Background: an optimization exercise with open tools, aiming at small area, a short achievable clock period and few clock cycles per item. Do not read the settings as production practice.
Only simulation tests tie the RTL to the original design; equivalence was not proved.
Power is estimated from default activity; no workload was simulated.

==> flow/design.v <==
package wtok_pkg;
  localparam int unsigned LENGTH_WIDTH_DEF = 16;
  localparam logic [31:0] FNV_BASIS = 32'h811C_9DC5;
  localparam logic [31:0] FNV_PRIME = 32'h0100_0193;
  localparam logic [7:0] CHR_NUL = 8'h00;
  localparam logic [7:0] CHR_TAB = 8'h09;
  localparam logic [7:0] CHR_LF  = 8'h0A;
  localparam logic [7:0] CHR_VT  = 8'h0B;
  localparam logic [7:0] CHR_FF  = 8'h0C;
  localparam logic [7:0] CHR_CR  = 8'h0D;
  localparam logic [7:0] CHR_SP  = 8'h20;
  localparam logic [15:0] EOS_LENGTH = 16'd4;
  localparam int unsigned QUEUE_DEPTH = 4;
  localparam int unsigned QUEUE_PTR_W = $clog2(QUEUE_DEPTH);
  localparam int unsigned QUEUE_CNT_W = $clog2(QUEUE_DEPTH + 1);
  typedef struct packed {
    logic [7:0] data_byte;
    logic       end_of_input;
  } byte_t;
  typedef struct packed {
    logic [31:0] word_hash;
    logic [15:0] word_length;
    logic        is_eos;
    logic        last;
  } token_t;
  localparam int unsigned TOKEN_W = 50;  
  localparam logic [31:0] EOS_HASH = 32'hD79C_9359;
endpackage
import wtok_pkg::*;
module wtok_room (
  input  logic [1:0] cls,
  input  logic       in_word,
  input  logic [1:0] e_pre,
  input  logic       w_own,
  input  logic       e_post,
  input  logic       take,
  output logic       ok
);
  logic       e_front;
  logic [1:0] e_pre1;
  logic       w_own1;
  logic       e_post1;
  always_comb begin
    e_front = (e_pre != 2'd0);
    e_pre1  = e_pre;
    w_own1  = w_own;
    e_post1 = e_post;
    if (take) begin
      if (e_front) begin
        e_pre1 = e_pre - 2'd1;
      end else if (w_own) begin
        w_own1  = 1'b0;
        e_pre1  = {1'b0, e_post};
        e_post1 = 1'b0;
      end
    end
    case (cls)
      2'd1:    ok = in_word || !w_own;
      2'd2:    ok = in_word || (w_own1 ? !e_post1 : (e_pre1 != 2'd2));
      2'd3:    ok = 1'b1;
      default: ok = 1'b0;
    endcase
  end
endmodule
module word_tokenizer_fnv1a_hasher_top #(
  parameter int unsigned LENGTH_WIDTH = wtok_pkg::LENGTH_WIDTH_DEF
) (
  input  logic   clk,
  input  logic   rst,
  input  logic   byte_valid,
  output logic   byte_ready,
  input  wtok_pkg::byte_t  byte_data,
  output logic   token_valid,
  input  logic   token_ready,
  output wtok_pkg::token_t token_data
);
  localparam logic [1:0] C_NONE = 2'd0;
  localparam logic [1:0] C_WORD = 2'd1;
  localparam logic [1:0] C_LF   = 2'd2;
  localparam logic [1:0] C_END  = 2'd3;
  logic [1:0]  ib_cls;
  logic        ib_b7;
  logic [6:0]  xlo_r;       
  logic                    in_word;
  logic [31:0]             hash_r;
  logic [LENGTH_WIDTH-1:0] len_r;
  logic                    last_r;
  logic [1:0]  e_pre;
  logic        w_own;
  logic        e_post;
  logic        rdy_nt;
  logic        rdy_t;
  logic        e_front;
  logic        word_end;
  logic        imm_w;
  logic        take;
  logic        w_now;       
  logic        w_give;      
  logic        ok;
  logic        hash_upd;
  logic        hash_clr;
  logic        byte_xfer;
  logic        in_space;
  logic [1:0]  in_cls;
  logic [6:0]  in_low;
  logic [31:0] mix_out;
  logic [31:0] mixed;
  logic [6:0]  hlo_n;
  logic [6:0]  xlo_n;
  logic [1:0]  ib_cls_n;
  logic        in_word_n;
  logic [1:0]  e_pre_n;
  logic        w_own_n;
  logic        e_post_n;
  logic        ok_nt_n;
  logic        ok_t_n;
  assign e_front     = (e_pre != 2'd0);
  assign word_end    = in_word && ib_cls[1];
  assign imm_w       = word_end && !e_front;
  assign token_valid = e_front || w_own || imm_w;
  assign take        = token_valid && token_ready;
  assign token_data.word_hash   = e_front ? EOS_HASH : hash_r;
  assign token_data.word_length = e_front ? EOS_LENGTH : 16'(len_r);
  assign token_data.is_eos      = e_front;
  assign token_data.last        = e_front || (w_own ? last_r : ib_cls[0]);
  assign byte_ready = rdy_nt || (token_ready && rdy_t);
  assign byte_xfer  = byte_valid && byte_ready;
  wtok_room u_room (
    .cls(ib_cls), .in_word(in_word), .e_pre(e_pre), .w_own(w_own),
    .e_post(e_post), .take(take), .ok(ok)
  );
  always_comb begin
    w_now    = imm_w && token_ready;
    w_give   = take && !e_front && w_own;
    hash_upd = (ib_cls == C_WORD) && ok;
    hash_clr = w_now || w_give;
    in_space = (byte_data.data_byte == CHR_SP)  || (byte_data.data_byte == CHR_LF) ||
               (byte_data.data_byte == CHR_CR)  || (byte_data.data_byte == CHR_TAB) ||
               (byte_data.data_byte == CHR_VT)  || (byte_data.data_byte == CHR_FF) ||
               (byte_data.data_byte == CHR_NUL);
    if (byte_data.end_of_input)                 in_cls = C_END;
    else if (byte_data.data_byte == CHR_LF)     in_cls = C_LF;
    else if (in_space)                          in_cls = C_END;
    else                                        in_cls = C_WORD;
    in_low = byte_data.data_byte[6:0] ^ {7{byte_data.data_byte[7]}};
    if (byte_xfer)   ib_cls_n = in_cls;
    else if (ok)     ib_cls_n = C_NONE;
    else             ib_cls_n = ib_cls;
    e_pre_n   = e_pre;
    w_own_n   = w_own;
    e_post_n  = e_post;
    in_word_n = in_word;
    if (take && !imm_w) begin
      if (e_front) begin
        e_pre_n = e_pre - 2'd1;
      end else begin
        w_own_n  = 1'b0;
        e_pre_n  = {1'b0, e_post};
        e_post_n = 1'b0;
      end
    end
    if (ok) begin
      case (ib_cls)
        C_WORD: in_word_n = 1'b1;
        C_LF: begin
          in_word_n = 1'b0;
          if (in_word) begin
            if (w_now) begin
              e_pre_n  = e_pre_n + 2'd1;
            end else begin
              w_own_n  = 1'b1;
              e_post_n = 1'b1;
            end
          end else if (w_own_n) begin
            e_post_n = 1'b1;
          end else begin
            e_pre_n  = e_pre_n + 2'd1;
          end
        end
        C_END: begin
          in_word_n = 1'b0;
          if (in_word && !w_now) w_own_n = 1'b1;
        end
        default: ;
      endcase
    end
    mixed = mix_out;
    if (!in_word_n)      hlo_n = FNV_BASIS[6:0];
    else if (hash_upd)   hlo_n = mixed[6:0];
    else                 hlo_n = hash_r[6:0];
    xlo_n = hlo_n ^ in_low;
  end
  fnv_mul u_mul (.x({hash_r[31:7], xlo_r}), .e(ib_b7), .y(mix_out));
  wtok_room u_room_nt (
    .cls(ib_cls_n), .in_word(in_word_n), .e_pre(e_pre_n), .w_own(w_own_n),
    .e_post(e_post_n), .take(1'b0), .ok(ok_nt_n)
  );
  wtok_room u_room_t (
    .cls(ib_cls_n), .in_word(in_word_n), .e_pre(e_pre_n), .w_own(w_own_n),
    .e_post(e_post_n), .take(1'b1), .ok(ok_t_n)
  );
  always_ff @(posedge clk) begin
    if (rst) begin
      ib_cls  <= C_NONE;
      in_word <= 1'b0;
      e_pre   <= 2'd0;
      w_own   <= 1'b0;
      e_post  <= 1'b0;
      rdy_nt  <= 1'b1;
      rdy_t   <= 1'b1;
    end else begin
      ib_cls  <= ib_cls_n;
      in_word <= in_word_n;
      e_pre   <= e_pre_n;
      w_own   <= w_own_n;
      e_post  <= e_post_n;
      rdy_nt  <= (ib_cls_n == C_NONE) || ok_nt_n;
      rdy_t   <= (ib_cls_n == C_NONE) || ok_t_n;
    end
  end
  always_ff @(posedge clk) begin
    if (byte_xfer) begin
      xlo_r <= xlo_n;
      ib_b7 <= byte_data.data_byte[7];
    end
  end
  always_ff @(posedge clk) begin
    if (rst || hash_clr) begin
      hash_r <= FNV_BASIS;
      len_r  <= '0;
    end else if (hash_upd) begin
      hash_r <= mixed;
      if (len_r != '1) begin
        len_r <= len_r + LENGTH_WIDTH'(1);
      end
    end
  end
  always_ff @(posedge clk) begin
    if (ok && word_end && !w_now) begin
      last_r <= (ib_cls == C_END);
    end
  end
endmodule
module fnv_mul (
  input  logic [31:0] x,
  input  logic        e,
  output logic [31:0] y
);
  logic fs0;
  logic fc0;
  logic fs1;
  logic fc1;
  logic fs2;
  logic fc2;
  logic fs3;
  logic fc3;
  logic fs4;
  logic fc4;
  logic fs5;
  logic fc5;
  logic fs6;
  logic fc6;
  logic fs7;
  logic fc7;
  logic fs8;
  logic fc8;
  logic fs9;
  logic fc9;
  logic fs10;
  logic fc10;
  logic fs11;
  logic fc11;
  logic fs12;
  logic fc12;
  logic fs13;
  logic fc13;
  logic fs14;
  logic fc14;
  logic fs15;
  logic fc15;
  logic fs16;
  logic fc16;
  logic fs17;
  logic fc17;
  logic fs18;
  logic fc18;
  logic fs19;
  logic fc19;
  logic fs20;
  logic fc20;
  logic fs21;
  logic fc21;
  logic fs22;
  logic fc22;
  logic fs23;
  logic fc23;
  logic fs24;
  logic fc24;
  logic fs25;
  logic fc25;
  logic fs26;
  logic fc26;
  logic fs27;
  logic fc27;
  logic fs28;
  logic fc28;
  logic fs29;
  logic fc29;
  logic fs30;
  logic fc30;
  logic fs31;
  logic fc31;
  logic fs32;
  logic fc32;
  logic fs33;
  logic fc33;
  logic fs34;
  logic fc34;
  logic fs35;
  logic fc35;
  logic fs36;
  logic fc36;
  logic fs37;
  logic fc37;
  logic fs38;
  logic fc38;
  logic fs39;
  logic fc39;
  logic fs40;
  logic fc40;
  logic fs41;
  logic fc41;
  logic fs42;
  logic fc42;
  logic fs43;
  logic fc43;
  logic fs44;
  logic fc44;
  logic fs45;
  logic fc45;
  logic fs46;
  logic fc46;
  logic fs47;
  logic fc47;
  logic fs48;
  logic fc48;
  logic fs49;
  logic fc49;
  logic fs50;
  logic fc50;
  logic fs51;
  logic fc51;
  logic fs52;
  logic fc52;
  logic fs53;
  logic fc53;
  logic fs54;
  logic fc54;
  logic fs55;
  logic fc55;
  logic fs56;
  logic fc56;
  logic fs57;
  logic fc57;
  logic fs58;
  logic fc58;
  logic fs59;
  logic fc59;
  logic fs60;
  logic fc60;
  logic fs61;
  logic fc61;
  logic fs62;
  logic fc62;
  logic fs63;
  logic fc63;
  logic fs64;
  logic fc64;
  logic fs65;
  logic fc65;
  logic fs66;
  logic fc66;
  logic fs67;
  logic fc67;
  logic fs68;
  logic fc68;
  logic fs69;
  logic fc69;
  logic fs70;
  logic fc70;
  logic fs71;
  logic fc71;
  logic fs72;
  logic fc72;
  logic fs73;
  logic fc73;
  logic fs74;
  logic fc74;
  logic fs75;
  logic fc75;
  logic fs76;
  logic fc76;
  logic fs77;
  logic fc77;
  logic fs78;
  logic fc78;
  logic fs79;
  logic fc79;
  logic fs80;
  logic fc80;
  logic fs81;
  logic fc81;
  logic fs82;
  logic fc82;
  logic fs83;
  logic fc83;
  logic fs84;
  logic fc84;
  logic [31:0] ra, rb;
  assign fs0 = x[4] ^ x[3] ^ x[0];
  assign fc0 = (x[4] & x[3]) | (x[4] & x[0]) | (x[3] & x[0]);
  assign fs1 = x[5] ^ x[4] ^ x[1];
  assign fc1 = (x[5] & x[4]) | (x[5] & x[1]) | (x[4] & x[1]);
  assign fs2 = x[6] ^ x[5] ^ x[2];
  assign fc2 = (x[6] & x[5]) | (x[6] & x[2]) | (x[5] & x[2]);
  assign fs3 = x[7] ^ x[6] ^ x[3];
  assign fc3 = (x[7] & x[6]) | (x[7] & x[3]) | (x[6] & x[3]);
  assign fs4 = x[0] ^ e ^ fc2;
  assign fc4 = (x[0] & e) | (x[0] & fc2) | (e & fc2);
  assign fs5 = x[8] ^ x[7] ^ x[4];
  assign fc5 = (x[8] & x[7]) | (x[8] & x[4]) | (x[7] & x[4]);
  assign fs6 = x[1] ^ x[0] ^ e;
  assign fc6 = (x[1] & x[0]) | (x[1] & e) | (x[0] & e);
  assign fs7 = fc3 ^ fs5 ^ fs6;
  assign fc7 = (fc3 & fs5) | (fc3 & fs6) | (fs5 & fs6);
  assign fs8 = x[9] ^ x[8] ^ x[5];
  assign fc8 = (x[9] & x[8]) | (x[9] & x[5]) | (x[8] & x[5]);
  assign fs9 = x[2] ^ x[1] ^ fc5;
  assign fc9 = (x[2] & x[1]) | (x[2] & fc5) | (x[1] & fc5);
  assign fs10 = fc6 ^ fs8 ^ fc7;
  assign fc10 = (fc6 & fs8) | (fc6 & fc7) | (fs8 & fc7);
  assign fs11 = x[10] ^ x[9] ^ x[6];
  assign fc11 = (x[10] & x[9]) | (x[10] & x[6]) | (x[9] & x[6]);
  assign fs12 = x[3] ^ x[2] ^ fc8;
  assign fc12 = (x[3] & x[2]) | (x[3] & fc8) | (x[2] & fc8);
  assign fs13 = fs11 ^ fc9 ^ fs12;
  assign fc13 = (fs11 & fc9) | (fs11 & fs12) | (fc9 & fs12);
  assign fs14 = x[11] ^ x[10] ^ x[7];
  assign fc14 = (x[11] & x[10]) | (x[11] & x[7]) | (x[10] & x[7]);
  assign fs15 = x[4] ^ x[3] ^ fc11;
  assign fc15 = (x[4] & x[3]) | (x[4] & fc11) | (x[3] & fc11);
  assign fs16 = fs14 ^ fc12 ^ fs15;
  assign fc16 = (fs14 & fc12) | (fs14 & fs15) | (fc12 & fs15);
  assign fs17 = x[12] ^ x[11] ^ x[8];
  assign fc17 = (x[12] & x[11]) | (x[12] & x[8]) | (x[11] & x[8]);
  assign fs18 = x[5] ^ x[4] ^ fc14;
  assign fc18 = (x[5] & x[4]) | (x[5] & fc14) | (x[4] & fc14);
  assign fs19 = fs17 ^ fc15 ^ fs18;
  assign fc19 = (fs17 & fc15) | (fs17 & fs18) | (fc15 & fs18);
  assign fs20 = x[13] ^ x[12] ^ x[9];
  assign fc20 = (x[13] & x[12]) | (x[13] & x[9]) | (x[12] & x[9]);
  assign fs21 = x[6] ^ x[5] ^ fc17;
  assign fc21 = (x[6] & x[5]) | (x[6] & fc17) | (x[5] & fc17);
  assign fs22 = fs20 ^ fc18 ^ fs21;
  assign fc22 = (fs20 & fc18) | (fs20 & fs21) | (fc18 & fs21);
  assign fs23 = x[14] ^ x[13] ^ x[10];
  assign fc23 = (x[14] & x[13]) | (x[14] & x[10]) | (x[13] & x[10]);
  assign fs24 = x[7] ^ x[6] ^ fc20;
  assign fc24 = (x[7] & x[6]) | (x[7] & fc20) | (x[6] & fc20);
  assign fs25 = fs23 ^ fc21 ^ fs24;
  assign fc25 = (fs23 & fc21) | (fs23 & fs24) | (fc21 & fs24);
  assign fs26 = x[15] ^ x[14] ^ x[11];
  assign fc26 = (x[15] & x[14]) | (x[15] & x[11]) | (x[14] & x[11]);
  assign fs27 = x[8] ^ x[7] ^ fc23;
  assign fc27 = (x[8] & x[7]) | (x[8] & fc23) | (x[7] & fc23);
  assign fs28 = fs26 ^ fc24 ^ fs27;
  assign fc28 = (fs26 & fc24) | (fs26 & fs27) | (fc24 & fs27);
  assign fs29 = x[16] ^ x[15] ^ x[12];
  assign fc29 = (x[16] & x[15]) | (x[16] & x[12]) | (x[15] & x[12]);
  assign fs30 = x[9] ^ x[8] ^ fc26;
  assign fc30 = (x[9] & x[8]) | (x[9] & fc26) | (x[8] & fc26);
  assign fs31 = fs29 ^ fc27 ^ fs30;
  assign fc31 = (fs29 & fc27) | (fs29 & fs30) | (fc27 & fs30);
  assign fs32 = x[17] ^ x[16] ^ x[13];
  assign fc32 = (x[17] & x[16]) | (x[17] & x[13]) | (x[16] & x[13]);
  assign fs33 = x[10] ^ x[9] ^ fc29;
  assign fc33 = (x[10] & x[9]) | (x[10] & fc29) | (x[9] & fc29);
  assign fs34 = fs32 ^ fc30 ^ fs33;
  assign fc34 = (fs32 & fc30) | (fs32 & fs33) | (fc30 & fs33);
  assign fs35 = x[18] ^ x[17] ^ x[14];
  assign fc35 = (x[18] & x[17]) | (x[18] & x[14]) | (x[17] & x[14]);
  assign fs36 = x[11] ^ x[10] ^ fc32;
  assign fc36 = (x[11] & x[10]) | (x[11] & fc32) | (x[10] & fc32);
  assign fs37 = fs35 ^ fc33 ^ fs36;
  assign fc37 = (fs35 & fc33) | (fs35 & fs36) | (fc33 & fs36);
  assign fs38 = x[19] ^ x[18] ^ x[15];
  assign fc38 = (x[19] & x[18]) | (x[19] & x[15]) | (x[18] & x[15]);
  assign fs39 = x[12] ^ x[11] ^ fc35;
  assign fc39 = (x[12] & x[11]) | (x[12] & fc35) | (x[11] & fc35);
  assign fs40 = fs38 ^ fc36 ^ fs39;
  assign fc40 = (fs38 & fc36) | (fs38 & fs39) | (fc36 & fs39);
  assign fs41 = x[20] ^ x[19] ^ x[16];
  assign fc41 = (x[20] & x[19]) | (x[20] & x[16]) | (x[19] & x[16]);
  assign fs42 = x[13] ^ x[12] ^ fc38;
  assign fc42 = (x[13] & x[12]) | (x[13] & fc38) | (x[12] & fc38);
  assign fs43 = fs41 ^ fc39 ^ fs42;
  assign fc43 = (fs41 & fc39) | (fs41 & fs42) | (fc39 & fs42);
  assign fs44 = x[21] ^ x[20] ^ x[17];
  assign fc44 = (x[21] & x[20]) | (x[21] & x[17]) | (x[20] & x[17]);
  assign fs45 = x[14] ^ x[13] ^ fc41;
  assign fc45 = (x[14] & x[13]) | (x[14] & fc41) | (x[13] & fc41);
  assign fs46 = fs44 ^ fc42 ^ fs45;
  assign fc46 = (fs44 & fc42) | (fs44 & fs45) | (fc42 & fs45);
  assign fs47 = x[22] ^ x[21] ^ x[18];
  assign fc47 = (x[22] & x[21]) | (x[22] & x[18]) | (x[21] & x[18]);
  assign fs48 = x[15] ^ x[14] ^ fc44;
  assign fc48 = (x[15] & x[14]) | (x[15] & fc44) | (x[14] & fc44);
  assign fs49 = fs47 ^ fc45 ^ fs48;
  assign fc49 = (fs47 & fc45) | (fs47 & fs48) | (fc45 & fs48);
  assign fs50 = x[23] ^ x[22] ^ x[19];
  assign fc50 = (x[23] & x[22]) | (x[23] & x[19]) | (x[22] & x[19]);
  assign fs51 = x[16] ^ x[15] ^ fc47;
  assign fc51 = (x[16] & x[15]) | (x[16] & fc47) | (x[15] & fc47);
  assign fs52 = fs50 ^ fc48 ^ fs51;
  assign fc52 = (fs50 & fc48) | (fs50 & fs51) | (fc48 & fs51);
  assign fs53 = x[24] ^ x[23] ^ x[20];
  assign fc53 = (x[24] & x[23]) | (x[24] & x[20]) | (x[23] & x[20]);
  assign fs54 = x[17] ^ x[16] ^ x[0];
  assign fc54 = (x[17] & x[16]) | (x[17] & x[0]) | (x[16] & x[0]);
  assign fs55 = e ^ fc50 ^ fs53;
  assign fc55 = (e & fc50) | (e & fs53) | (fc50 & fs53);
  assign fs56 = fs54 ^ fc51 ^ fs55;
  assign fc56 = (fs54 & fc51) | (fs54 & fs55) | (fc51 & fs55);
  assign fs57 = x[25] ^ x[24] ^ x[21];
  assign fc57 = (x[25] & x[24]) | (x[25] & x[21]) | (x[24] & x[21]);
  assign fs58 = x[18] ^ x[17] ^ x[1];
  assign fc58 = (x[18] & x[17]) | (x[18] & x[1]) | (x[17] & x[1]);
  assign fs59 = fc53 ^ fc54 ^ fs57;
  assign fc59 = (fc53 & fc54) | (fc53 & fs57) | (fc54 & fs57);
  assign fs60 = fs58 ^ fc55 ^ fs59;
  assign fc60 = (fs58 & fc55) | (fs58 & fs59) | (fc55 & fs59);
  assign fs61 = x[26] ^ x[25] ^ x[22];
  assign fc61 = (x[26] & x[25]) | (x[26] & x[22]) | (x[25] & x[22]);
  assign fs62 = x[19] ^ x[18] ^ x[2];
  assign fc62 = (x[19] & x[18]) | (x[19] & x[2]) | (x[18] & x[2]);
  assign fs63 = fc57 ^ fc58 ^ fs61;
  assign fc63 = (fc57 & fc58) | (fc57 & fs61) | (fc58 & fs61);
  assign fs64 = fs62 ^ fc59 ^ fs63;
  assign fc64 = (fs62 & fc59) | (fs62 & fs63) | (fc59 & fs63);
  assign fs65 = x[27] ^ x[26] ^ x[23];
  assign fc65 = (x[27] & x[26]) | (x[27] & x[23]) | (x[26] & x[23]);
  assign fs66 = x[20] ^ x[19] ^ x[3];
  assign fc66 = (x[20] & x[19]) | (x[20] & x[3]) | (x[19] & x[3]);
  assign fs67 = fc61 ^ fc62 ^ fs65;
  assign fc67 = (fc61 & fc62) | (fc61 & fs65) | (fc62 & fs65);
  assign fs68 = fs66 ^ fc63 ^ fs67;
  assign fc68 = (fs66 & fc63) | (fs66 & fs67) | (fc63 & fs67);
  assign fs69 = x[28] ^ x[27] ^ x[24];
  assign fc69 = (x[28] & x[27]) | (x[28] & x[24]) | (x[27] & x[24]);
  assign fs70 = x[21] ^ x[20] ^ x[4];
  assign fc70 = (x[21] & x[20]) | (x[21] & x[4]) | (x[20] & x[4]);
  assign fs71 = fc65 ^ fc66 ^ fs69;
  assign fc71 = (fc65 & fc66) | (fc65 & fs69) | (fc66 & fs69);
  assign fs72 = fs70 ^ fc67 ^ fs71;
  assign fc72 = (fs70 & fc67) | (fs70 & fs71) | (fc67 & fs71);
  assign fs73 = x[29] ^ x[28] ^ x[25];
  assign fc73 = (x[29] & x[28]) | (x[29] & x[25]) | (x[28] & x[25]);
  assign fs74 = x[22] ^ x[21] ^ x[5];
  assign fc74 = (x[22] & x[21]) | (x[22] & x[5]) | (x[21] & x[5]);
  assign fs75 = fc69 ^ fc70 ^ fs73;
  assign fc75 = (fc69 & fc70) | (fc69 & fs73) | (fc70 & fs73);
  assign fs76 = fs74 ^ fc71 ^ fs75;
  assign fc76 = (fs74 & fc71) | (fs74 & fs75) | (fc71 & fs75);
  assign fs77 = x[30] ^ x[29] ^ x[26];
  assign fc77 = (x[30] & x[29]) | (x[30] & x[26]) | (x[29] & x[26]);
  assign fs78 = x[23] ^ x[22] ^ x[6];
  assign fc78 = (x[23] & x[22]) | (x[23] & x[6]) | (x[22] & x[6]);
  assign fs79 = fc73 ^ fc74 ^ fs77;
  assign fc79 = (fc73 & fc74) | (fc73 & fs77) | (fc74 & fs77);
  assign fs80 = fs78 ^ fc75 ^ fs79;
  assign fc80 = (fs78 & fc75) | (fs78 & fs79) | (fc75 & fs79);
  assign fs81 = x[31] ^ x[30] ^ x[27];
  assign fc81 = (x[31] & x[30]) | (x[31] & x[27]) | (x[30] & x[27]);
  assign fs82 = x[24] ^ x[23] ^ x[7];
  assign fc82 = (x[24] & x[23]) | (x[24] & x[7]) | (x[23] & x[7]);
  assign fs83 = fc77 ^ fc78 ^ fs81;
  assign fc83 = (fc77 & fc78) | (fc77 & fs81) | (fc78 & fs81);
  assign fs84 = fs82 ^ fc79 ^ fs83;
  assign fc84 = (fs82 & fc79) | (fs82 & fs83) | (fc79 & fs83);
  assign ra[0] = x[0];
  assign rb[0] = e;
  assign ra[1] = x[1];
  assign rb[1] = x[0];
  assign ra[2] = x[2];
  assign rb[2] = x[1];
  assign ra[3] = x[3];
  assign rb[3] = x[2];
  assign ra[4] = e;
  assign rb[4] = fs0;
  assign ra[5] = fc0;
  assign rb[5] = fs1;
  assign ra[6] = fc1;
  assign rb[6] = fs2;
  assign ra[7] = fs3;
  assign rb[7] = fs4;
  assign ra[8] = fc4;
  assign rb[8] = fs7;
  assign ra[9] = fs9;
  assign rb[9] = fs10;
  assign ra[10] = fc10;
  assign rb[10] = fs13;
  assign ra[11] = fc13;
  assign rb[11] = fs16;
  assign ra[12] = fc16;
  assign rb[12] = fs19;
  assign ra[13] = fc19;
  assign rb[13] = fs22;
  assign ra[14] = fc22;
  assign rb[14] = fs25;
  assign ra[15] = fc25;
  assign rb[15] = fs28;
  assign ra[16] = fc28;
  assign rb[16] = fs31;
  assign ra[17] = fc31;
  assign rb[17] = fs34;
  assign ra[18] = fc34;
  assign rb[18] = fs37;
  assign ra[19] = fc37;
  assign rb[19] = fs40;
  assign ra[20] = fc40;
  assign rb[20] = fs43;
  assign ra[21] = fc43;
  assign rb[21] = fs46;
  assign ra[22] = fc46;
  assign rb[22] = fs49;
  assign ra[23] = fc49;
  assign rb[23] = fs52;
  assign ra[24] = fc52;
  assign rb[24] = fs56;
  assign ra[25] = fc56;
  assign rb[25] = fs60;
  assign ra[26] = fc60;
  assign rb[26] = fs64;
  assign ra[27] = fc64;
  assign rb[27] = fs68;
  assign ra[28] = fc68;
  assign rb[28] = fs72;
  assign ra[29] = fc72;
  assign rb[29] = fs76;
  assign ra[30] = fc76;
  assign rb[30] = fs80;
  assign ra[31] = fc80;
  assign rb[31] = fs84;
  logic [31:0] g0, p0;
  assign g0 = ra & rb;
  assign p0 = ra ^ rb;
  logic gc0;
  assign gc0 = g0[0] | (p0[0] & e);
  logic gn1, pn1;
  assign gn1 = g0[1] | (p0[1] & gc0);
  assign pn1 = p0[1] & p0[0];
  logic gn2, pn2;
  assign gn2 = g0[3] | (p0[3] & g0[2]);
  assign pn2 = p0[3] & p0[2];
  logic gn3, pn3;
  assign gn3 = g0[5] | (p0[5] & g0[4]);
  assign pn3 = p0[5] & p0[4];
  logic gn4, pn4;
  assign gn4 = g0[7] | (p0[7] & g0[6]);
  assign pn4 = p0[7] & p0[6];
  logic gn5, pn5;
  assign gn5 = g0[9] | (p0[9] & g0[8]);
  assign pn5 = p0[9] & p0[8];
  logic gn6, pn6;
  assign gn6 = g0[11] | (p0[11] & g0[10]);
  assign pn6 = p0[11] & p0[10];
  logic gn7, pn7;
  assign gn7 = g0[13] | (p0[13] & g0[12]);
  assign pn7 = p0[13] & p0[12];
  logic gn8, pn8;
  assign gn8 = g0[15] | (p0[15] & g0[14]);
  assign pn8 = p0[15] & p0[14];
  logic gn9, pn9;
  assign gn9 = g0[17] | (p0[17] & g0[16]);
  assign pn9 = p0[17] & p0[16];
  logic gn10, pn10;
  assign gn10 = g0[19] | (p0[19] & g0[18]);
  assign pn10 = p0[19] & p0[18];
  logic gn11, pn11;
  assign gn11 = g0[21] | (p0[21] & g0[20]);
  assign pn11 = p0[21] & p0[20];
  logic gn12, pn12;
  assign gn12 = g0[23] | (p0[23] & g0[22]);
  assign pn12 = p0[23] & p0[22];
  logic gn13, pn13;
  assign gn13 = g0[25] | (p0[25] & g0[24]);
  assign pn13 = p0[25] & p0[24];
  logic gn14, pn14;
  assign gn14 = g0[27] | (p0[27] & g0[26]);
  assign pn14 = p0[27] & p0[26];
  logic gn15, pn15;
  assign gn15 = g0[29] | (p0[29] & g0[28]);
  assign pn15 = p0[29] & p0[28];
  logic gn16, pn16;
  assign gn16 = g0[31] | (p0[31] & g0[30]);
  assign pn16 = p0[31] & p0[30];
  logic gn17, pn17;
  assign gn17 = g0[2] | (p0[2] & gn1);
  assign pn17 = p0[2] & pn1;
  logic gn18, pn18;
  assign gn18 = gn2 | (pn2 & gn1);
  assign pn18 = pn2 & pn1;
  logic gn19, pn19;
  assign gn19 = g0[6] | (p0[6] & gn3);
  assign pn19 = p0[6] & pn3;
  logic gn20, pn20;
  assign gn20 = gn4 | (pn4 & gn3);
  assign pn20 = pn4 & pn3;
  logic gn21, pn21;
  assign gn21 = g0[10] | (p0[10] & gn5);
  assign pn21 = p0[10] & pn5;
  logic gn22, pn22;
  assign gn22 = gn6 | (pn6 & gn5);
  assign pn22 = pn6 & pn5;
  logic gn23, pn23;
  assign gn23 = g0[14] | (p0[14] & gn7);
  assign pn23 = p0[14] & pn7;
  logic gn24, pn24;
  assign gn24 = gn8 | (pn8 & gn7);
  assign pn24 = pn8 & pn7;
  logic gn25, pn25;
  assign gn25 = g0[18] | (p0[18] & gn9);
  assign pn25 = p0[18] & pn9;
  logic gn26, pn26;
  assign gn26 = gn10 | (pn10 & gn9);
  assign pn26 = pn10 & pn9;
  logic gn27, pn27;
  assign gn27 = g0[22] | (p0[22] & gn11);
  assign pn27 = p0[22] & pn11;
  logic gn28, pn28;
  assign gn28 = gn12 | (pn12 & gn11);
  assign pn28 = pn12 & pn11;
  logic gn29, pn29;
  assign gn29 = g0[26] | (p0[26] & gn13);
  assign pn29 = p0[26] & pn13;
  logic gn30, pn30;
  assign gn30 = gn14 | (pn14 & gn13);
  assign pn30 = pn14 & pn13;
  logic gn31, pn31;
  assign gn31 = g0[30] | (p0[30] & gn15);
  assign pn31 = p0[30] & pn15;
  logic gn32, pn32;
  assign gn32 = gn16 | (pn16 & gn15);
  assign pn32 = pn16 & pn15;
  logic gn33, pn33;
  assign gn33 = g0[4] | (p0[4] & gn18);
  assign pn33 = p0[4] & pn18;
  logic gn34, pn34;
  assign gn34 = gn3 | (pn3 & gn18);
  assign pn34 = pn3 & pn18;
  logic gn35, pn35;
  assign gn35 = gn19 | (pn19 & gn18);
  assign pn35 = pn19 & pn18;
  logic gn36, pn36;
  assign gn36 = gn20 | (pn20 & gn18);
  assign pn36 = pn20 & pn18;
  logic gn37, pn37;
  assign gn37 = g0[12] | (p0[12] & gn22);
  assign pn37 = p0[12] & pn22;
  logic gn38, pn38;
  assign gn38 = gn7 | (pn7 & gn22);
  assign pn38 = pn7 & pn22;
  logic gn39, pn39;
  assign gn39 = gn23 | (pn23 & gn22);
  assign pn39 = pn23 & pn22;
  logic gn40, pn40;
  assign gn40 = gn24 | (pn24 & gn22);
  assign pn40 = pn24 & pn22;
  logic gn41, pn41;
  assign gn41 = g0[20] | (p0[20] & gn26);
  assign pn41 = p0[20] & pn26;
  logic gn42, pn42;
  assign gn42 = gn11 | (pn11 & gn26);
  assign pn42 = pn11 & pn26;
  logic gn43, pn43;
  assign gn43 = gn27 | (pn27 & gn26);
  assign pn43 = pn27 & pn26;
  logic gn44, pn44;
  assign gn44 = gn28 | (pn28 & gn26);
  assign pn44 = pn28 & pn26;
  logic gn45, pn45;
  assign gn45 = g0[28] | (p0[28] & gn30);
  assign pn45 = p0[28] & pn30;
  logic gn46, pn46;
  assign gn46 = gn15 | (pn15 & gn30);
  assign pn46 = pn15 & pn30;
  logic gn47, pn47;
  assign gn47 = gn31 | (pn31 & gn30);
  assign pn47 = pn31 & pn30;
  logic gn48, pn48;
  assign gn48 = gn32 | (pn32 & gn30);
  assign pn48 = pn32 & pn30;
  logic gn49, pn49;
  assign gn49 = g0[8] | (p0[8] & gn36);
  assign pn49 = p0[8] & pn36;
  logic gn50, pn50;
  assign gn50 = gn5 | (pn5 & gn36);
  assign pn50 = pn5 & pn36;
  logic gn51, pn51;
  assign gn51 = gn21 | (pn21 & gn36);
  assign pn51 = pn21 & pn36;
  logic gn52, pn52;
  assign gn52 = gn22 | (pn22 & gn36);
  assign pn52 = pn22 & pn36;
  logic gn53, pn53;
  assign gn53 = gn37 | (pn37 & gn36);
  assign pn53 = pn37 & pn36;
  logic gn54, pn54;
  assign gn54 = gn38 | (pn38 & gn36);
  assign pn54 = pn38 & pn36;
  logic gn55, pn55;
  assign gn55 = gn39 | (pn39 & gn36);
  assign pn55 = pn39 & pn36;
  logic gn56, pn56;
  assign gn56 = gn40 | (pn40 & gn36);
  assign pn56 = pn40 & pn36;
  logic gn57, pn57;
  assign gn57 = g0[24] | (p0[24] & gn44);
  assign pn57 = p0[24] & pn44;
  logic gn58, pn58;
  assign gn58 = gn13 | (pn13 & gn44);
  assign pn58 = pn13 & pn44;
  logic gn59, pn59;
  assign gn59 = gn29 | (pn29 & gn44);
  assign pn59 = pn29 & pn44;
  logic gn60, pn60;
  assign gn60 = gn30 | (pn30 & gn44);
  assign pn60 = pn30 & pn44;
  logic gn61, pn61;
  assign gn61 = gn45 | (pn45 & gn44);
  assign pn61 = pn45 & pn44;
  logic gn62, pn62;
  assign gn62 = gn46 | (pn46 & gn44);
  assign pn62 = pn46 & pn44;
  logic gn63, pn63;
  assign gn63 = gn47 | (pn47 & gn44);
  assign pn63 = pn47 & pn44;
  logic gn64, pn64;
  assign gn64 = gn48 | (pn48 & gn44);
  assign pn64 = pn48 & pn44;
  logic gn65, pn65;
  assign gn65 = g0[16] | (p0[16] & gn56);
  assign pn65 = p0[16] & pn56;
  logic gn66, pn66;
  assign gn66 = gn9 | (pn9 & gn56);
  assign pn66 = pn9 & pn56;
  logic gn67, pn67;
  assign gn67 = gn25 | (pn25 & gn56);
  assign pn67 = pn25 & pn56;
  logic gn68, pn68;
  assign gn68 = gn26 | (pn26 & gn56);
  assign pn68 = pn26 & pn56;
  logic gn69, pn69;
  assign gn69 = gn41 | (pn41 & gn56);
  assign pn69 = pn41 & pn56;
  logic gn70, pn70;
  assign gn70 = gn42 | (pn42 & gn56);
  assign pn70 = pn42 & pn56;
  logic gn71, pn71;
  assign gn71 = gn43 | (pn43 & gn56);
  assign pn71 = pn43 & pn56;
  logic gn72, pn72;
  assign gn72 = gn44 | (pn44 & gn56);
  assign pn72 = pn44 & pn56;
  logic gn73, pn73;
  assign gn73 = gn57 | (pn57 & gn56);
  assign pn73 = pn57 & pn56;
  logic gn74, pn74;
  assign gn74 = gn58 | (pn58 & gn56);
  assign pn74 = pn58 & pn56;
  logic gn75, pn75;
  assign gn75 = gn59 | (pn59 & gn56);
  assign pn75 = pn59 & pn56;
  logic gn76, pn76;
  assign gn76 = gn60 | (pn60 & gn56);
  assign pn76 = pn60 & pn56;
  logic gn77, pn77;
  assign gn77 = gn61 | (pn61 & gn56);
  assign pn77 = pn61 & pn56;
  logic gn78, pn78;
  assign gn78 = gn62 | (pn62 & gn56);
  assign pn78 = pn62 & pn56;
  logic gn79, pn79;
  assign gn79 = gn63 | (pn63 & gn56);
  assign pn79 = pn63 & pn56;
  logic gn80, pn80;
  assign gn80 = gn64 | (pn64 & gn56);
  assign pn80 = pn64 & pn56;
  logic [31:0] pe;
  assign pe = p0 ^ {32{e}};
  assign y[0] = pe[0] ^ e;
  assign y[1] = pe[1] ^ gc0;
  assign y[2] = pe[2] ^ gn1;
  assign y[3] = pe[3] ^ gn17;
  assign y[4] = pe[4] ^ gn18;
  assign y[5] = pe[5] ^ gn33;
  assign y[6] = pe[6] ^ gn34;
  assign y[7] = pe[7] ^ gn35;
  assign y[8] = pe[8] ^ gn36;
  assign y[9] = pe[9] ^ gn49;
  assign y[10] = pe[10] ^ gn50;
  assign y[11] = pe[11] ^ gn51;
  assign y[12] = pe[12] ^ gn52;
  assign y[13] = pe[13] ^ gn53;
  assign y[14] = pe[14] ^ gn54;
  assign y[15] = pe[15] ^ gn55;
  assign y[16] = pe[16] ^ gn56;
  assign y[17] = pe[17] ^ gn65;
  assign y[18] = pe[18] ^ gn66;
  assign y[19] = pe[19] ^ gn67;
  assign y[20] = pe[20] ^ gn68;
  assign y[21] = pe[21] ^ gn69;
  assign y[22] = pe[22] ^ gn70;
  assign y[23] = pe[23] ^ gn71;
  assign y[24] = pe[24] ^ gn72;
  assign y[25] = pe[25] ^ gn73;
  assign y[26] = pe[26] ^ gn74;
  assign y[27] = pe[27] ^ gn75;
  assign y[28] = pe[28] ^ gn76;
  assign y[29] = pe[29] ^ gn77;
  assign y[30] = pe[30] ^ gn78;
  assign y[31] = pe[31] ^ gn79;
endmodule
==> flow/flow/run.sh <==
#!/bin/bash
# Layout flow: the standard flow, with two changes between its steps.
#  1. After the standard synthesis, flow/fapol.py re-chooses the polarity of
#     each full adder cell (a full adder is self-dual) to drop the inverters
#     that Yosys's adder extraction leaves between them, and turns an xor2
#     with one inverted input into an xnor2 (or back). Registers and all
#     other cells are untouched.
#  2. Ports are buffered with sky130_fd_sc_hd__buf_1 instead of the
#     flow's default buffer cell (every port still gets its own buffer).
# Each tool's output goes to a log file of its own in this folder.
set -euo pipefail
R=orfs/results/sky130hd/word_tokenizer_fnv1a_hasher_top/base
bash standard.sh synth > 1_standard_synth.log 2>&1
cp $R/1_2_yosys.v 1_2_yosys.standard.v
python3 flow/fapol.py 1_2_yosys.standard.v $R/1_2_yosys.v > 2_fapol.log 2>&1
touch $R/1_2_yosys.v
bash standard.sh BUFFER_PORTS_ARGS="-buffer_cell sky130_fd_sc_hd__buf_1" finish > 3_standard_finish.log 2>&1
==> flow/flow/fapol.py <==
#!/usr/bin/env python3
"""Choose the polarity of each full adder cell in a Yosys netlist so that as
few inverters as possible remain.

A full adder is self-dual: complementing its three inputs complements its sum
and carry. Yosys's adder extraction leaves many inverters between full
adders; this picks, for every fa cell, whether to build it on complemented
inputs (giving complemented outputs), then rebuilds the inverters: at most
one per signal, from the signal's net. Only inverters are removed or added
and only fa inputs are rewired; registers and all other cells are unchanged.

usage: fapol.py IN.v OUT.v
"""
import re, sys, random

src = open(sys.argv[1]).read()
m = re.search(r'^module\s+(\S+)\((.*?)\);\n', src, re.M | re.S)
head_end = m.end()
end_mod = src.rindex('endmodule')
body = src[head_end:end_mod]

decl_re = re.compile(r'^\s*(input|output|inout|wire)\s+(\[\d+:\d+\]\s+)?(\S+)\s*;\s*$', re.M)
inst_re = re.compile(r'^\s*(sky130_fd_sc_hd__\w+)\s+(\S+)\s*\((.*?)\);\s*$', re.M | re.S)
pin_re = re.compile(r'\.(\w+)\(\s*(.*?)\s*\)\s*(?:,|$)', re.S)

decls = []
ports = set()
for d in decl_re.finditer(body):
    decls.append(d.group(0))
    if d.group(1) in ('output',):
        rng = d.group(2)
        name = d.group(3)
        if rng:
            hi, lo = map(int, re.findall(r'\d+', rng))
            for i in range(min(hi, lo), max(hi, lo) + 1):
                ports.add(f'{name}[{i}]')
        else:
            ports.add(name)

OUTPINS = {'X', 'Y', 'Q', 'Q_N', 'SUM', 'COUT', 'HI', 'LO'}
cells = []
for c in inst_re.finditer(body):
    typ, name, pins = c.group(1), c.group(2), c.group(3)
    conn = {}
    for p in pin_re.finditer(pins):
        conn[p.group(1)] = p.group(2).strip()
    cells.append({'type': typ, 'name': name, 'conn': conn})

def is_inv(c):
    return re.match(r'sky130_fd_sc_hd__(clk)?inv_\d+$', c['type']) is not None

def norm(n):
    return n.strip()

driver = {}
for c in cells:
    for p, n in c['conn'].items():
        if p in OUTPINS:
            driver[norm(n)] = (c, p)

# inverters that drive a port stay as they are (treated as ordinary cells)
invs = [c for c in cells if is_inv(c) and norm(c['conn']['Y']) not in ports]
inv_set = set(id(c) for c in invs)

def resolve(n):
    n = norm(n); p = 0
    while n in driver and id(driver[n][0]) in inv_set:
        n = norm(driver[n][0]['conn']['A']); p ^= 1
    return n, p

fas = [c for c in cells if c['type'].startswith('sky130_fd_sc_hd__fa_')]
fa_idx = {id(c): i for i, c in enumerate(fas)}
sig_fa = {}                      # signal net -> fa index that drives it
for i, c in enumerate(fas):
    sig_fa[norm(c['conn']['SUM'])] = i
    sig_fa[norm(c['conn']['COUT'])] = i

# consumers: (cell, pin, signal, polarity)
cons = []
for c in cells:
    if id(c) in inv_set:
        continue
    for p, n in c['conn'].items():
        if p in OUTPINS:
            continue
        s, pol = resolve(n)
        cons.append((c, p, s, pol))
# signals that reach a port other than through kept cells: freeze their fa
frozen = set()
for n in ports:
    s, pol = resolve(n)
    if s in sig_fa and (s != norm(n)):
        frozen.add(sig_fa[s])

by_sig = {}
for k, (c, p, s, pol) in enumerate(cons):
    by_sig.setdefault(s, []).append(k)
fa_sigs = [set() for _ in fas]
for k, (c, p, s, pol) in enumerate(cons):
    if id(c) in fa_idx:
        fa_sigs[fa_idx[id(c)]].add(s)
    if s in sig_fa:
        fa_sigs[sig_fa[s]].add(s)

flip = [0] * len(fas)

def is_xor(c):
    return re.match(r'sky130_fd_sc_hd__x(n)?or2_\d+$', c['type']) is not None

def sig_cost(s):
    phi = flip[sig_fa[s]] if s in sig_fa else 0
    for k in by_sig.get(s, []):
        c, p, _, pol = cons[k]
        if is_xor(c):
            continue
        eff = pol ^ (flip[fa_idx[id(c)]] if id(c) in fa_idx else 0)
        if eff != phi:
            return 1
    return 0

def total():
    return sum(sig_cost(s) for s in by_sig)

before = total()
random.seed(1)
best_flip, best = list(flip), before
for restart in range(30):
    flip[:] = [0] * len(fas) if restart == 0 else [random.randint(0, 1) if i not in frozen else 0 for i in range(len(fas))]
    order = list(range(len(fas)))
    for rnd in range(60):
        improved = False
        random.shuffle(order)
        for i in order:
            if i in frozen:
                continue
            old = sum(sig_cost(s) for s in fa_sigs[i])
            flip[i] ^= 1
            new = sum(sig_cost(s) for s in fa_sigs[i])
            if new < old:
                improved = True
            elif new == old and random.random() < 0.3:
                pass
            else:
                flip[i] ^= 1
        if not improved and rnd > 15:
            break
    cur = total()
    if cur < best:
        best, best_flip = cur, list(flip)
flip[:] = best_flip
after = total()

def esc(n):
    n = norm(n)
    return n + ' ' if n.startswith('\\') else n

# rebuild: drop resolved inverters, one new inverter per signal that needs it
inv_of = {}
new_wires, new_cells = [], []
kept_inv_type = {}
for c in invs:
    s, _ = resolve(c['conn']['Y'])
    kept_inv_type.setdefault(s, c['type'])
cnt = 0
def inv_net(s):
    global cnt
    if s not in inv_of:
        cnt += 1
        w = f'_fapol_{cnt}_'
        inv_of[s] = w
        new_wires.append(f'  wire {w};')
        t = kept_inv_type.get(s, 'sky130_fd_sc_hd__inv_1')
        new_cells.append(f'  {t} _fapol_inv_{cnt}_ (\n    .A({esc(s)}),\n    .Y({w})\n  );')
    return inv_of[s]

swap = {}
for k, (c, p, s, pol) in enumerate(cons):
    phi = flip[sig_fa[s]] if s in sig_fa else 0
    eff = pol ^ (flip[fa_idx[id(c)]] if id(c) in fa_idx else 0)
    if is_xor(c):
        c['conn'][p] = s
        if eff != phi:
            swap[id(c)] = swap.get(id(c), 0) ^ 1
        continue
    c['conn'][p] = s if eff == phi else inv_net(s)
n_swap = 0
for c in cells:
    if swap.get(id(c)):
        n_swap += 1
        m2 = re.match(r'sky130_fd_sc_hd__(x(?:n)?or2)_(\d+)$', c['type'])
        kind, drive = m2.group(1), m2.group(2)
        if kind == 'xor2':
            c['type'] = f'sky130_fd_sc_hd__xnor2_{drive}'
            c['conn'] = {('Y' if q == 'X' else q): n for q, n in c['conn'].items()}
        else:
            c['type'] = f'sky130_fd_sc_hd__xor2_{drive}'
            c['conn'] = {('X' if q == 'Y' else q): n for q, n in c['conn'].items()}

dead = set(norm(c['conn']['Y']) for c in invs)
out = [src[:head_end]]
for d in decls:
    mm = decl_re.match(d)
    if mm.group(1) == 'wire' and not mm.group(2) and norm(mm.group(3)) in dead:
        continue
    out.append(d + '\n')
out += [w + '\n' for w in new_wires]
for c in cells:
    if id(c) in inv_set:
        continue
    pins = ',\n'.join(f'    .{p}({esc(n)})' for p, n in c['conn'].items())
    out.append(f"  {c['type']} {c['name']} (\n{pins}\n  );\n")
out += [x + '\n' for x in new_cells]
out.append(src[end_mod:])
open(sys.argv[2], 'w').write(''.join(out))
print(f'fapol: {len(fas)} full adders, {sum(flip)} flipped, {len(frozen)} frozen, {n_swap} xor/xnor swapped; '
      f'inverters {len(invs)} -> {len(inv_of)} (signal cost {before} -> {after})')
==> flow/standard.sh <==
#!/bin/bash
# synth_recipe.tcl (not shown) runs the flow's synth.tcl, then flattens the netlist and writes it again
# the make line also repeats each setting of config.mk as NAME=value (left out here)
make -C /OpenROAD-flow-scripts/flow DESIGN_CONFIG=/design/flow/config.mk WORK_HOME=/design/flow/orfs CLKGATE_MAP_FILE= SYNTH_SCRIPT=/design/flow/synth_recipe.tcl "${@:-finish}"
==> flow/config.mk <==
export PLATFORM = sky130hd
export DESIGN_NAME = word_tokenizer_fnv1a_hasher_top
export DESIGN_NICKNAME = word_tokenizer_fnv1a_hasher_top
export VERILOG_FILES = /design/flow/design.v
export SDC_FILE = /design/flow/constraint.sdc
export NUM_CORES = 4
export LEC_CHECK = 0
export CAP_MARGIN = 20
export CORE_MARGIN = 2
export CORE_UTILIZATION = 40
export CTS_BUF_LIST = sky130_fd_sc_hd__clkbuf_8
export CTS_CLUSTER_SIZE = 20
export SETUP_SLACK_MARGIN = 2.7
export SLEW_MARGIN = 20
==> flow/constraint.sdc <==
create_clock -name core_clock -period 6.5 [get_ports {clk}]
set_input_delay 1.3000 -clock core_clock [delete_from_list [all_inputs] [get_ports {clk}]]
set_output_delay 1.3000 -clock core_clock [all_outputs]
set_load 0.01 [all_outputs]
==> flow_results.org, run 1 <==
** STA
- Subtracting the final worst setup slack from the clock period gives ~3900 ps.
- For the pin with the worst max-slew slack, the measured transition is 844 ps.
- Relative slew slack :: roughly 44%
- The final hold violation count came to 0.
- Final Cycle Share :: 60.5%
- Based on the critical path, the design can be clocked at up to between 200 and 300 MHz.
- Unrepaired setup endpoints after global routing :: yes
- Post-route setup slack :: roughly 2600 ps
- In the final timing run, aggregate negative setup slack is 0 ps.
- The final count of pins violating max slew came to 0.
- Final clock skew :: 15.0 ps
- Setup violations remaining at the end of the flow were counted as 0.

** Place
- # port buffers :: 64
- After legalization and detailed placement, the total HPWL measured between 10000 and 15000 um.
- Timing analysis after detailed placement gives a worst setup slack of about 2300 ps.
- At the end of routability-driven placement, the weighted congestion stood at 0.868.

** Min path
- Hold Path Stages :: 2
- The tightest min-delay check is of the reg -> reg type.

** Floorplanning
- Once the floorplan was initialized, standard cells occupied between 40% and 50% of the core.
- The floorplan step defined a die boundary enclosing roughly 0.017 mm^2.
- Die Span X :: around 130 um
- The die is 130 um tall.
- For this design the top-level I/O count stands at 65.
- The initialized floorplan defines 46 standard-cell rows.
- The core region is 0.0158 mm^2.

** Worst setup path
- Category of the worst setup path launch point :: register
- Data required time at the worst endpoint :: a little under 7000 ps
- The slowest stage of the critical path is the sky130_fd_sc_hd__fa_1 cell.
- Critical-path maximum fanout :: 6
- For the worst setup path, the data arrival time is 4210 ps.
- Slowest cell delay on critical path :: roughly 540 ps
- Logic depth of the worst register-to-register path :: 14
- The signal on the critical path passes through buf_12 -> fa_1 -> fa_1 -> fa_1 -> ha_4 -> a21oi_2 -> a211oi_2 -> nor3_1 -> nand3_1 -> a31o_4 -> a221oi_4 -> buf_4 -> xnor2_1 -> a211oi_1.
- Critical Path Sink Type :: register
- Worst setup path category :: reg -> reg
- Most repeated library cell on the critical path :: sky130_fd_sc_hd__fa_1

** Global routing
- The first global-routing pass estimated approximately 27000 um of wire.
- The number of global-route vias before repair was 5157.
- Maximum number of pins on one net before global-route repair :: 36
- The initial antenna violation count is 0.
- Gr usage total :: around a fifth
- Gr ovfl total :: 0

** Cells and area
- The post-route netlist has between 10 and 15% of its cells at a drive strength greater than 1.
- Once layout is complete, the utilization of the core stands at between 40% and 50%.
- For this run, the post-layout net count is roughly 890.
- Area delta synth->final :: 18.9%
- The repair_antennas step left the layout with diodes totalling 0.

** Clock tree
- After clock tree synthesis, the clock-pin slew on the worst setup and hold paths is roughly 80 ps.
- The H-tree was split into 3 levels.
- The clock reaches the later pin of the worst-skew pair after between 300 and 400 ps.
- Buffer levels on the longest clock path :: 2
- Root buffer selected by CTS :: sky130_fd_sc_hd__clkbuf_8
- Clock tree synthesis found a total of 66 sinks.
- Buffers inserted to repair hold after CTS numbered 0.
- The number of clock buffers added by TritonCTS is 9.
- TritonCTS built the clock tree.

** Power
- PD cells :: 301 mW/mm^2
- Overall power consumption after layout is estimated at ~0.0023 W.
- The analysis attributes to cell leakage a power of 2.89 nW.
- Max rail drop VDD :: 184 uV

** Route
- Total DRC errors in the routed layout :: 0
- The routed design has around 16000 um of wire.
- First drt pass iteration count :: 4
- Final ANT Viol Nets :: 0
- Starting DRT DRC Count :: 261
- Across all layers, the routed design uses 5045 vias.
- Average vias per placed instance :: between 5 and 6
- In the final routed layout, each cell accounts on average for 16.8 um.

** Status
- Result of the run :: no timing/DRC/antenna violations

** Logic synthesis
- Total nets after synthesis :: 800
- Synthesis produced a netlist whose cell count is between 600 and 700.
- YS warnings :: 2
- After synthesis the cells add up to roughly 0.0064 mm^2.
- Synthesized area divided by synthesized cell count :: approximately 9.6 um^2

** Run
- # Max-Cap Violations :: 0
## sequential cells by signal, indices dropped and copies added (netlist names)
name,count
e_post,1
e_pre,2
hash_r,32
ib_b7,1
ib_cls,2
in_word,1
last_r,1
len_r,16
rdy_nt,1
rdy_t,1
w_own,1
xlo_r,7
## cell usage in the layout (no fill, tap or decap), types with 3 or more instances in the layout
| master | count |
|---|---|
| sky130_fd_sc_hd__a211oi_1 | 10 |
| sky130_fd_sc_hd__a21o_1 | 9 |
| sky130_fd_sc_hd__a21oi_1 | 39 |
| sky130_fd_sc_hd__a21oi_2 | 5 |
| sky130_fd_sc_hd__a31oi_1 | 7 |
| sky130_fd_sc_hd__and2_1 | 25 |
| sky130_fd_sc_hd__and3_1 | 5 |
| sky130_fd_sc_hd__buf_1 | 64 |
| sky130_fd_sc_hd__buf_4 | 35 |
| sky130_fd_sc_hd__bufinv_16 | 3 |
| sky130_fd_sc_hd__clkbuf_8 | 9 |
| sky130_fd_sc_hd__dfxtp_1 | 45 |
| sky130_fd_sc_hd__dfxtp_4 | 11 |
| sky130_fd_sc_hd__edfxtp_1 | 9 |
| sky130_fd_sc_hd__fa_1 | 71 |
| sky130_fd_sc_hd__fa_2 | 10 |
| sky130_fd_sc_hd__ha_1 | 28 |
| sky130_fd_sc_hd__ha_4 | 10 |
| sky130_fd_sc_hd__inv_1 | 27 |
| sky130_fd_sc_hd__nand2_1 | 38 |
| sky130_fd_sc_hd__nand2b_1 | 9 |
| sky130_fd_sc_hd__nand3_1 | 13 |
| sky130_fd_sc_hd__nand4_1 | 4 |
| sky130_fd_sc_hd__nor2_1 | 67 |
| sky130_fd_sc_hd__nor2b_1 | 9 |
| sky130_fd_sc_hd__nor3_1 | 8 |
| sky130_fd_sc_hd__o211ai_1 | 10 |
| sky130_fd_sc_hd__o21ai_0 | 15 |
| sky130_fd_sc_hd__o21ai_1 | 6 |
| sky130_fd_sc_hd__o21bai_1 | 4 |
| sky130_fd_sc_hd__or2_2 | 4 |
| sky130_fd_sc_hd__or3_1 | 20 |
| sky130_fd_sc_hd__xnor2_1 | 67 |
| sky130_fd_sc_hd__xor2_1 | 25 |
## per-layer routing
layer | up-vias | track usage (%) | routed length (um) | part of all wire [%]
li1 | 2433 | - | - | -
met1 | 2452 | 27.9 | 7160 | 44
met2 | 140 | 33.4 | 7920 | 48
met3 | 20 | 4.52 | 1040 | 6.4
met4 | 0 | 5.57 | 252 | 1.5
met5 | - | 0 | 0 | 0
## per-stage QoR
stage / instance area [um^2] / cells / hold slack (ps)
2_1_floorplan: 6420 / 668 / 428
3_3_place_gp: 6860 / 926 / 451
3_5_place_dp: 6860 / 926 / 458
4_1_cts: 7430 / 965 / 476
5_1_grt: 7610 / 974 / 509
6_report: 7610 / 974 / 471
## layout make-up
type | instances | area (um^2)
fillers | 1505 | 8160
clock inverters | 7 | 116
flip-flops and latches | 66 | 1450
repair buffers | 100 | 523
inverters | 27 | 101
well taps | 216 | 270
clock buffers | 9 | 124
multi-input cells | 549 | 5020
## final timing paths
check        slack, ps               startpoint                       to
max               2560  hash_r[13]$_SDFFE_PP0P_  hash_r[28]$_SDFFE_PP0P_
min                470   hash_r[2]$_SDFFE_PP1P_   hash_r[2]$_SDFFE_PP1P_
max reg2reg       2560  hash_r[13]$_SDFFE_PP0P_  hash_r[28]$_SDFFE_PP0P_
min reg2reg        470   hash_r[2]$_SDFFE_PP1P_   hash_r[2]$_SDFFE_PP1P_
## worst max-delay path: cells and delay by family (launching register included)
kind,cells,cell delay [ps]
fa+ha+maj,4,1630
simple gates,2,330
compound gates,5,1140
buf+inv,2,310
xor+xnor,1,50
flops,1,370
## timing repair
action	in CTS	in global routing
buffers inserted	23	9
gates resized for setup	39	18
setup endpoints to repair	12	14
pin swaps	21	19
## report_power, final
group          internal (W)  switching (W)
clock network      0.000255       0.000185
registers          0.000425      0.0000254
logic              0.000684       0.000716
Testbench counts, summed over its fixed seeds: cycles 24,016, bytes 24,000.
==> run 2: changes to the inputs <==
--- a/flow/config.mk
+++ b/flow/config.mk
@@ -11,4 +11,4 @@
 export CTS_BUF_LIST = sky130_fd_sc_hd__clkbuf_8
 export CTS_CLUSTER_SIZE = 20
-export SETUP_SLACK_MARGIN = 2.7
+export SETUP_SLACK_MARGIN = 2.5
 export SLEW_MARGIN = 20
==> run 2 against run 1 <==
  * First-iteration DRC count is 16% lower
  * Non-clock buffer count shrank 15
  * Sequential power about the same
  * Flip-flop and latch count is the same
  * Die area unchanged
  * Register-to-register slack improved by 60 ps
  * Combinational power shrank about 10%
  * Critical path depth did not move
  * Cell area decreased by 3.4%
  * Clock skew shrank 4.1 ps
  * Synthesized cell count did not move
  * Sequential share of layout area up 0.62 points
  * Critical path type unchanged
  * Largest cell class unchanged
  * Largest power group unchanged
==> flow_results.org, run 2 <==
** Status
- The flow ran to the end and the layout has no timing, DRC or antenna violations.

** STA
- Count of endpoints failing setup in the final report :: 0
- Slew of the pin with the lowest slew margin :: 1010 ps
- The final count of pins violating max slew is 0.
- Based on the critical path, the design can be clocked at up to between 200 and 300 MHz.
- The clock arrives with around 11 ps of skew.
- Final Cycle Share :: 59.6%
- Unrepaired setup endpoints after global routing :: yes
- Relative slew slack :: roughly 32%
- Final Hold Vio Count :: 0
- For the final routed database, the setup TNS stands at 0 ps.
- For the finished layout, the period the worst path requires is between 3000 and 4000 ps.
- Post-route setup slack :: between 2000 and 3000 ps

** Worst setup path
- FF-to-FF setup slack :: around 2600 ps
- The startpoint identified for the worst register-to-register timing path is xlo_r[5]$_DFFE_PP_.
- Logic depth of the worst register-to-register path :: 14
- The critical path goes through buf_4 -> buf_4 -> fa_1 -> fa_1 -> ha_1 -> a21oi_1 -> o211ai_1 -> o21ai_2 -> o2111ai_1 -> a31oi_2 -> nor2b_1 -> or3_1 -> a21oi_1 -> o21ai_1.
- Worst setup path category :: reg -> reg
- The worst setup path is launched from a register.
- Sum of buffers and inverters on the critical path :: 2
- Data on the critical path is required at its endpoint by 6710 ps.
- Critical Path Sink Type :: register
- Family of cells with the greatest summed delay on the critical path :: compound AO/OA/AOI/OAI gates
- Critical path arrival :: between 4000 and 5000 ps
- Cell at the slowest stage of the critical path :: sky130_fd_sc_hd__edfxtp_1
- Along the worst path, the maximum fanout reaches 5.
- Worst reg2reg endpoint :: hash_r[18]$_SDFFE_PP1P_
- On the worst path, the slowest cell contributes a delay of between 400 and 500 ps.

** Floorplanning
- In this run the horizontal extent of the chip is 130 um.
- Initial core utilization :: about two fifths
- Area of the core :: ~0.016 mm^2
- Die Footprint :: between 0.015 and 0.02 mm^2
- The floorplan has 46 rows.
- Top-level I/O count :: 65
- Die outline height :: around 130 um

** Run
- # Max-Cap Violations :: 0

** Global routing
- The initial antenna violation count is 0.
- Vias in the first global route :: about 5000
- Maximum number of pins on one net before global-route repair :: 41
- The first global-routing pass estimated 26100 um of wire.
- The total overflow left after global routing is 0.
- Gr usage total :: around 20%

** Power
- After layout, the design draws a total of a little over 0.002 W.
- Summed over all cells, the static leakage comes to roughly 2.8 nW.
- Combinational logic burns between 60% and 70% of the power.
- Switching share of power :: approximately 42%
- PD cells :: between 200 and 300 mW/mm^2
- Net switching power :: between 0.0008 and 0.0009 W
- Internal power comes to 0.00121 W.
- Registers are responsible for approximately 22% of the overall power.
- Max rail drop VDD :: between 150 and 200 uV
- Power share of the clock group :: between 15 and 20%

** Cells and area
- The repair_antennas step left the layout with diodes totalling 0.
- Largest registers :: hash_r: 32 flops, len_r: 16 flops, xlo_r: 7 flops
- Most common cell after layout, fill and taps aside :: sky130_fd_sc_hd__fa_1
- The register with the most flip-flops in the layout has 32 of them.
- Counting flops per register, the top entry is hash_r.
- The post-route netlist has a little over a tenth of its cells at a drive strength greater than 1.
- Once layout is complete, the utilization of the core stands at a little under half.
- Commonest cells after routing, fill and taps aside :: sky130_fd_sc_hd__fa_1 (76), sky130_fd_sc_hd__xnor2_1 (67), sky130_fd_sc_hd__nor2_1 (66), sky130_fd_sc_hd__buf_1 (64), sky130_fd_sc_hd__dfxtp_1 (44)
- Area delta synth->final :: 14.9%
- The final layout contains 870 nets.

** Route
- Vias after detailed routing :: 5003
- Average wire per cell in the routed design :: about 17 um
- Final ANT Viol Nets :: 0
- After detailed routing, the number of remaining DRC violations is 0.
- The detailed router finished its first iteration with roughly 220 violations.
- Wires add up to 16200 um.
- The first detailed-routing pass took 5 iterations.
- Average vias per placed instance :: between 5 and 6

** Place
- Sum of net half-perimeters after detailed placement :: ~12000 um
- Place WS :: approximately 2200 ps
- The count of buffers added on input and output ports is 64.
- Routability congestion estimate :: about 0.86

** Clock tree
- Number of buffers added by the clock tree synthesis step :: 9
- Deepest level of the CTS H-tree :: 3
- Worst skew pair latency :: between 300 and 400 ps
- CTS tree :: yes
- Number of clock sinks seen by CTS :: between 60 and 70
- Root buffer selected by CTS :: sky130_fd_sc_hd__clkbuf_8
- Clock-pin slew was measured on the worst setup and hold paths at about 80 ps.
- In this run the deepest clock path goes through 2 buffers.

** Min path
- The worst hold path begins at hash_r[2]$_SDFFE_PP1P_.
- WHS Endpoint :: hash_r[2]$_SDFFE_PP1P_
- The worst hold path was traced through 2 stages.
- Type of the worst min-delay path :: reg -> reg

** Logic synthesis
- The average instance in the mapped netlist occupies between 9 and 10 um^2.
- After technology mapping, the gate count stands at about 670.
- Netlist Area Pre-Place :: 0.00640 mm^2
- YS warnings :: 2
- Synthesis produced a netlist with a net count of 800.
==> run 2: cell type report <==
type	instances	area [um^2]
multi-input cells	549	4940
clock inverters	7	70.1
flip-flops and latches	66	1450
fillers	1521	8420
inverters	27	101
repair buffers	85	398
clock buffers	9	124
well taps	216	270
==> run 2: how the worst max path moves through the flow <==
stage	from	to	slack [ps]	cells after the start
2_1_floorplan	xlo_r[5]$_DFFE_PP_	hash_r[29]$_SDFFE_PP0P_	2650	13
3_3_place_gp	xlo_r[0]$_DFFE_PP_	hash_r[18]$_SDFFE_PP1P_	2370	13
3_5_place_dp	xlo_r[5]$_DFFE_PP_	hash_r[18]$_SDFFE_PP1P_	2240	13
4_1_cts	hash_r[8]$_SDFFE_PP1P_	hash_r[18]$_SDFFE_PP1P_	2500	13
5_1_grt	hash_r[14]$_SDFFE_PP0P_	hash_r[29]$_SDFFE_PP0P_	2470	13
6_report	xlo_r[5]$_DFFE_PP_	hash_r[18]$_SDFFE_PP1P_	2620	14
==> run 2: per-stage QoR <==
| stage | cells | area [um^2] | hold slack (ps) |
|---|---|---|---|
| finish | 959 | 7350 | 482 |
| global route | 959 | 7350 | 531 |
| CTS | 950 | 7130 | 485 |
| detailed placement | 925 | 6830 | 466 |
| global placement | 925 | 6830 | 459 |
| floorplan | 668 | 6400 | 428 |
==> run 2: what timing repair did <==
action,4_1_cts,5_1_grt
setup buffers,9,9
setup endpoints to repair,9,9
pin swaps,2,12
hold buffers,0,0
gates resized for setup,17,28
==> run 2: power groups by stage <==
| stage | clock network (W) | logic, W | registers (W) |
|---|---|---|---|
| floorplan | 0 | 0.000906 | 0.000462 |
| global placement | 0 | 0.00111 | 0.000474 |
| detailed placement | 0 | 0.00112 | 0.000474 |
| CTS | 0.000368 | 0.00116 | 0.000457 |
| global route | 0.000383 | 0.00140 | 0.000457 |
| finish | 0.000355 | 0.00126 | 0.000453 |
==> run 2: layer usage <==
metal  part of all wire (%)  vias up  wire length (um)  track usage, %
met2                     48      126              7750            33.4
met1                     45     2455              7310            26.8
met4                    1.7        0               278            5.26
met5                      0        -                 0               0
met3                    5.2       22               839            4.15
li1                       -     2400                 -               -
==> run 2: worst register-to-register path, cell delays in order, from the launching register on <==
cell and delay, ps:
sky130_fd_sc_hd__edfxtp_1 450, sky130_fd_sc_hd__buf_4 160, sky130_fd_sc_hd__buf_4 160, sky130_fd_sc_hd__fa_1 420, sky130_fd_sc_hd__fa_1 420, sky130_fd_sc_hd__ha_1 360, sky130_fd_sc_hd__a21oi_1 180, sky130_fd_sc_hd__o211ai_1 200
sky130_fd_sc_hd__o21ai_2 230, sky130_fd_sc_hd__o2111ai_1 220, sky130_fd_sc_hd__a31oi_2 260, sky130_fd_sc_hd__nor2b_1 90, sky130_fd_sc_hd__or3_1 350, sky130_fd_sc_hd__a21oi_1 150, sky130_fd_sc_hd__o21ai_1 70

==> static timing again, ports no longer ideal <==
The results above use ideal ports. As a check the final layouts listed here were re-extracted and re-timed, cells and wires unchanged.
Step 1 assumes that a clkbuf_16 drives the clock port and a buf_2 every other input.
Step 2 also shifts input and output timing later by t, the mid clock arrival at the registers, as if the neighbouring blocks saw the same clock.
a / b / c = ideal / step 1 / step 2; a / b = the first two.
run | t, ns | setup slack, ns | hold WS [ns] | slew at the worst register clock pin (ns) | pins driven straight from the clock port
run 1 | 0.400 | 2.565 / 2.565 / 2.565 | 0.471 / 0.471 / 0.471 | 0.09 / 0.09 | 1
run 2 | 0.397 | 2.624 / 2.624 / 2.577 | 0.482 / 0.482 / 0.482 | 0.08 / 0.08 | 1
After both steps setup and hold are still met in every run listed. The setup slack of run 2, which loses most, moves by 0.000 ns with the drivers and by -0.047 ns with both steps.
